From an optimization exercise on the open Yosys and OpenROAD flow, aimed at small area and few clock cycles; shortcuts taken in it are not production practice.
The RTL was checked by simulation tests, not by an equivalence proof against the original design.
Power figures rest on the tool's default switching activity, not on a simulated workload.

## north
==> flow/design.v (excerpt) <==
module sorted_priority_queue (
  input  logic          clk,
  input  logic          rst,
  input  logic          cmd_valid,
  output logic          cmd_ready,
  input  logic [32:0]   cmd,
  output logic          res_valid,
  input  logic          res_ready,
  output logic [22:0]   res
);
Size: ~2000 cells after synthesis, roughly 62 I/O pins.
==> flow/config.mk <==
export PLATFORM = sky130hd
export DESIGN_NAME = sorted_priority_queue
export DESIGN_NICKNAME = sorted_priority_queue
export VERILOG_FILES = /design/flow/design.v
export SDC_FILE = /design/flow/constraint.sdc
export NUM_CORES = 4
export LEC_CHECK = 0
export CAP_MARGIN = 20
export CORE_MARGIN = 2
export CORE_UTILIZATION = 70
export CTS_CLUSTER_DIAMETER = 100
export CTS_CLUSTER_SIZE = 30
export SLEW_MARGIN = 20
==> flow/constraint.sdc <==
create_clock -name core_clock -period 5.0 [get_ports {clk}]
set_input_delay 1.0000 -clock core_clock [delete_from_list [all_inputs] [get_ports {clk}]]
set_output_delay 1.0000 -clock core_clock [all_outputs]
set_load 0.01 [all_outputs]
standard.sh (not shown) runs the stock make flow with config.mk's settings and CLKGATE_MAP_FILE= SYNTH_SCRIPT=/design/flow/synth_recipe.tcl, a recipe that flattens the netlist after the stock synthesis.
==> flow/flow/run.sh <==
#!/bin/bash
# The standard layout, with two changes: synthesis keeps spq_ge2, two
# bits of the key compare's borrow chain, as a module of its own until the
# netlist is flattened, so each step maps to a few small gates; and the
# smallest buffer goes on every input and output port in place of the one the
# resizer would pick. The make output goes to standard.log; ORFS's own step
# logs stay under orfs/logs.
set -euo pipefail
export SYNTH_KEEP_MODULES=spq_ge2
export BUFFER_PORTS_ARGS="-buffer_cell sky130_fd_sc_hd__buf_1"
bash standard.sh > standard.log 2>&1
Testbench counts of north, summed over its fixed seeds: cycles 25,354.
Input-level comparison between south and north:
# north
export LEC_CHECK = 0
export CAP_MARGIN = 20
export CORE_MARGIN = 2
export CORE_UTILIZATION = 70
export CTS_CLUSTER_DIAMETER = 100
export CTS_CLUSTER_SIZE = 30
export SLEW_MARGIN = 20
create_clock -name core_clock -period 5.0 [get_ports {clk}]
# south
export LEC_CHECK = 0
export CAP_MARGIN = 20
export CORE_MARGIN = 2
export CORE_UTILIZATION = 60
export CTS_CLUSTER_DIAMETER = 100
export CTS_CLUSTER_SIZE = 30
export SLEW_MARGIN = 20
create_clock -name core_clock -period 5.0 [get_ports {clk}]
[summary]
As far as area after synthesis is concerned, north and south perform about the same. Looking at slew at the pin closest to its max-slew limit, south sits 64 ps higher than north does. south -> north: number of instances in the synthesized netlist delta 0, exact match. In the metrics for north and south, the one carrying the higher final routed wire length divided by cell count is north. north and south ended up with nearly the same flip-flop and latch count. Going from north to south, power share of the sequential group stayed essentially flat; maximum clock frequency rose by about 1.5%; area of combinational cells with multiple inputs stayed essentially flat. In south, global-route usage is lower than in north.
> inputs changed (south -> east)
# south
export LEC_CHECK = 0
export CAP_MARGIN = 20
export CORE_MARGIN = 2
export CORE_UTILIZATION = 60
export CTS_CLUSTER_DIAMETER = 100
export CTS_CLUSTER_SIZE = 30
export SLEW_MARGIN = 20
create_clock -name core_clock -period 5.0 [get_ports {clk}]
# east
export LEC_CHECK = 0
export CAP_MARGIN = 5
export CORE_MARGIN = 2
export CORE_UTILIZATION = 70
export CTS_CLUSTER_DIAMETER = 100
export CTS_CLUSTER_SIZE = 30
export PLACE_DENSITY = 0.8
export SLEW_MARGIN = 5
create_clock -name core_clock -period 5.0 [get_ports {clk}]
==> run summary <==
Taking south as the reference, in east wire length has decreased; cell count fell 2.9%. On data arrival time of the critical path, the lower figure sits with east, not south. Looking at south and east, the clock distribution area overhead in the final layout is a wash. Relative area change from synthesis to final layout (higher): south. In the metrics for south and east, the one carrying the higher die area is south. Measured against each other, south and east differ in routed length on met1, the lower figure coming from east. south leaves less setup margin than east. Per the comparison of east with south, starting density of the core went up by 10 points; proportion of final cell area spent on non-clock buffers decreased 0.30 points; final clock period utilization by the worst path has decreased.
Inputs modified between east and west:
# east
export LEC_CHECK = 0
export CAP_MARGIN = 5
export CORE_MARGIN = 2
export CORE_UTILIZATION = 70
export CTS_CLUSTER_DIAMETER = 100
export CTS_CLUSTER_SIZE = 30
export PLACE_DENSITY = 0.8
export SLEW_MARGIN = 5
create_clock -name core_clock -period 5.0 [get_ports {clk}]
# west
export LEC_CHECK = 0
export CAP_MARGIN = 20
export CORE_MARGIN = 2
export CORE_UTILIZATION = 70
export CTS_CLUSTER_DIAMETER = 100
export CTS_CLUSTER_SIZE = 30
export PLACE_DENSITY = 0.8
export SLEW_MARGIN = 20
create_clock -name core_clock -period 5.0 [get_ports {clk}]
## What came out
Compared west against east; non-clock buffer area fraction after layout within noise.
Between east and west, the total power divided by cell area does not differ in any meaningful way.
Between east and west, the TritonCTS buffer count figures differ only marginally.
As far as highest achievable clock rate is concerned, east and west perform about the same.
Total power of the final layout: east vs west, no meaningful difference
Any difference in data required time of the critical path between east and west is small enough to ignore.

========
== build 23 ==
Another version of the RTL of sorted_priority_queue (not shown whole).
For scale: about 2300 cells after synthesis, about 610 flip-flops, ~22000 sq um of cells after synthesis.
// sorted_priority_queue
module sorted_priority_queue (
  input  logic          clk,
  input  logic          rst,
  input  logic          cmd_valid,
  output logic          cmd_ready,
  input  logic [32:0]   cmd,
  output logic          res_valid,
  input  logic          res_ready,
  output logic [22:0]   res
);
clock: 5.0 ns
lec_check: 0
cap_margin: 20
core_margin: 2
core_utilization: 65
cts_cluster_diameter: 100
cts_cluster_size: 30
place_density: 0.8
slew_margin: 20
Scripts as last shown in full above: flow/flow/run.sh
Build 23: full flow OK, the timing, design-rule and antenna checks passed
Testbench counts of build 23, summed over its fixed seeds: cycles 25,354.
The following lists how build 49 was set up differently from build 23:
Settings: a change of CORE_UTILIZATION from 65 to 70.
diff --git a/flow/flow/run.sh b/flow/flow/run.sh
--- a/flow/flow/run.sh
+++ b/flow/flow/run.sh
@@ -8,4 +8,4 @@
 set -euo pipefail
 export SYNTH_KEEP_MODULES=spq_ge2
-export BUFFER_PORTS_ARGS="-buffer_cell sky130_fd_sc_hd__buf_1"
+export BUFFER_PORTS_ARGS="-buffer_cell sky130_fd_sc_hd__buf_2"
 bash standard.sh > standard.log 2>&1
--- outcome ---
- HPWL reported at the end of detailed placement: build 49 vs build 23 down about 1.3%
- Lower non-clock buffer count goes to build 49 over build 23.
- Comparing build 23 and build 49, the lower endpoint arrival time on the critical path was measured on build 49.
- The part of the power in the clock network in build 49 sits 0.2 points below the value recorded for build 23.
- Layout clock buffer count for build 49 is higher than for build 23.
- Looking at number of detailed-routing iterations run before antenna repair across build 23 and build 49, the one that comes out higher is build 23.
- Build 23 fits on a die that is larger than the die of build 49.
- Build 23 leaves less setup margin than build 49.
The inputs of build 88 differ from those of build 49 as listed below.
diff --git a/flow/flow/run.sh b/flow/flow/run.sh
--- a/flow/flow/run.sh
+++ b/flow/flow/run.sh
@@ -8,4 +8,4 @@
 set -euo pipefail
 export SYNTH_KEEP_MODULES=spq_ge2
-export BUFFER_PORTS_ARGS="-buffer_cell sky130_fd_sc_hd__buf_2"
+export BUFFER_PORTS_ARGS="-buffer_cell sky130_fd_sc_hd__buf_1"
 bash standard.sh > standard.log 2>&1
==> comparison <==
Relative to build 49, the setup slack of build 88 is lower by 88 ps.
For the peak fanout along the critical path, build 88 came in 8 lower than build 49 did.
Slew at the pin closest to its max-slew limit essentially unchanged between build 88 and build 49.

========
== run A ==
Another version of the RTL of sorted_priority_queue (not shown whole).
For scale: roughly 2,200 cells after synthesis, about 610 flip-flops, roughly 62 I/O pins, ~24,000 µm² of cells after synthesis.
Design sorted_priority_queue, start of the top module:
module sorted_priority_queue (
  input  logic          clk,
  input  logic          rst,
  input  logic          cmd_valid,
  output logic          cmd_ready,
  input  logic [32:0]   cmd,
  output logic          res_valid,
  input  logic          res_ready,
  output logic [22:0]   res
);
  localparam int N = spq_pkg::DEPTH;
  logic [spq_pkg::OCC_BITS-1:0] count;
  logic [1:0]                   kind;
  logic                         res_free;
  logic                         accept;
  logic                         is_ins;
  logic                         is_full;
  logic                         is_empty;
  logic                         can_ins;
  logic                         do_ins;
  logic                         do_rm;
  logic [N-1:0]                 free;
  logic [N-1:0]                 below;
  logic [N-1:0]                 below_q;
  logic [N-1:0]                 at_count;
  logic [N-1:0]                 inject;
  logic [N-1:0]                 pend_q;
  logic [spq_pkg::RANK_W-1:0]   n_below;
  logic [spq_pkg::RANK_W-1:0]   pend_level;
  logic [spq_pkg::KEY_BITS-1:0] key        [N];
  logic [spq_pkg::ID_BITS-1:0]  id         [N];
  logic [spq_pkg::RANK_W-1:0]   level      [N];
  logic [spq_pkg::RANK_W-1:0]   level_next [N];
  logic [spq_pkg::ID_BITS-1:0]  removed_id;
  always_comb begin
    inject  = '0;
    can_ins = 1'b0;
  ...
Settings: LEC_CHECK=0, CAP_MARGIN=20, CORE_MARGIN=2, CORE_UTILIZATION=40, CTS_CLUSTER_DIAMETER=60, CTS_CLUSTER_SIZE=20, GPL_TIMING_DRIVEN=0, SLEW_MARGIN=20; clock period 5.0 ns.
run.sh (not shown) runs the stock make flow with config.mk's settings and CLKGATE_MAP_FILE= SYNTH_SCRIPT=/design/flow/synth_recipe.tcl, a recipe that flattens the netlist after the stock synthesis.
Stock flow here: none of the scripts above is used.
Testbench counts of run A, summed over its fixed seeds: cycles 25,354.
Inputs modified between run A and run B:
Settings: GPL_TIMING_DRIVEN no longer set, was 0.
Findings:
- Diff run A..run B | area occupied by registers | negligible
- When the final numbers for run B and run A were put side by side, the placed wire-length estimate after detailed placement turned out to be smaller in run B.
- Hold slack ended up 0.0097 ns lower on run B than on run A.
Changes in run C relative to run B:
Settings: CTS_CLUSTER_DIAMETER now 100, was 60; CTS_CLUSTER_SIZE now 30, was 20.
==> flow/flow/run.sh (new file) <==
#!/bin/bash
# The standard layout, with the smallest buffer on every input and output
# port in place of the one the resizer would pick. The make output goes to
# standard.log; ORFS's own step logs stay under orfs/logs.
set -euo pipefail
export BUFFER_PORTS_ARGS="-buffer_cell sky130_fd_sc_hd__buf_1"
bash standard.sh > standard.log 2>&1
==> flow/standard.sh (new file) <==
#!/bin/bash
# synth_recipe.tcl (not shown) runs the flow's synth.tcl, then flattens the netlist and writes it again
# the make line also repeats each setting of config.mk as NAME=value (left out here)
make -C /OpenROAD-flow-scripts/flow DESIGN_CONFIG=/design/flow/config.mk WORK_HOME=/design/flow/orfs CLKGATE_MAP_FILE= SYNTH_SCRIPT=/design/flow/synth_recipe.tcl "${@:-finish}"
removed: flow/run.sh
--- outcome ---
- Run C vs. run B: minimum setup slack in the final design went up by 0.067 ns.
- The switching power share of the total in run C was higher than what run B gave.
- Taking run B as the reference, in run C met2 usage in global routing decreased 1.1 points; area fraction in compound gates after synthesis closely matched the old numbers; combinational cell fraction of total power grew by 2.9 points; total via count after detailed routing fell 362.
- Compared to run B, run C has proportion of cell area occupied by multi-input gates 1.9 points higher.
- Of run C and run B, it is run C that has the lower starting DRC count in detailed routing.
- Run C against run B; met2 wire length is down by a few percent.

[separate check: timing with driven ports]
Ports are ideal in the flow. The routed layouts listed here were re-timed in OpenROAD.
Step 1: set_driving_cell puts a clkbuf_16 on clk and a buf_2 on each other input, an assumption about the parent block.
Step 2, shift: input delay + t, output delay - t, t = (earliest + latest rising clock arrival at the registers) / 2. This alone moves slack from input paths to output paths.
a / b / c = no drivers / after step 1 / after step 2; a / b = the first two.
run | shift t [ns] | slack for setup (ns) | pins driven straight from the clock port
north | 0.637 | 0.160 / 0.160 / 0.160 | 1
south | 0.632 | 0.229 / 0.229 / 0.229 | 1
east | 0.639 | 0.286 / 0.286 / 0.168 | 1
west | 0.639 | 0.276 / 0.276 / 0.175 | 1
build 23 | 0.620 | 0.102 / 0.046 / 0.341 | 1
build 49 | 0.613 | 0.304 / 0.254 / 0.316 | 1
build 88 | 0.629 | 0.216 / 0.211 / 0.216 | 1
run A | 0.643 | 0.123 / 0.064 / 0.133 | 1
run B | 0.665 | 0.183 / 0.125 / 0.183 | 1
run C | 0.656 | 0.250 / 0.193 / 0.380 | 1
After both steps every run listed still meets setup and hold. For east, which loses most, drivers alone change the setup slack by 0.000 ns; drivers and shift together by -0.118 ns.
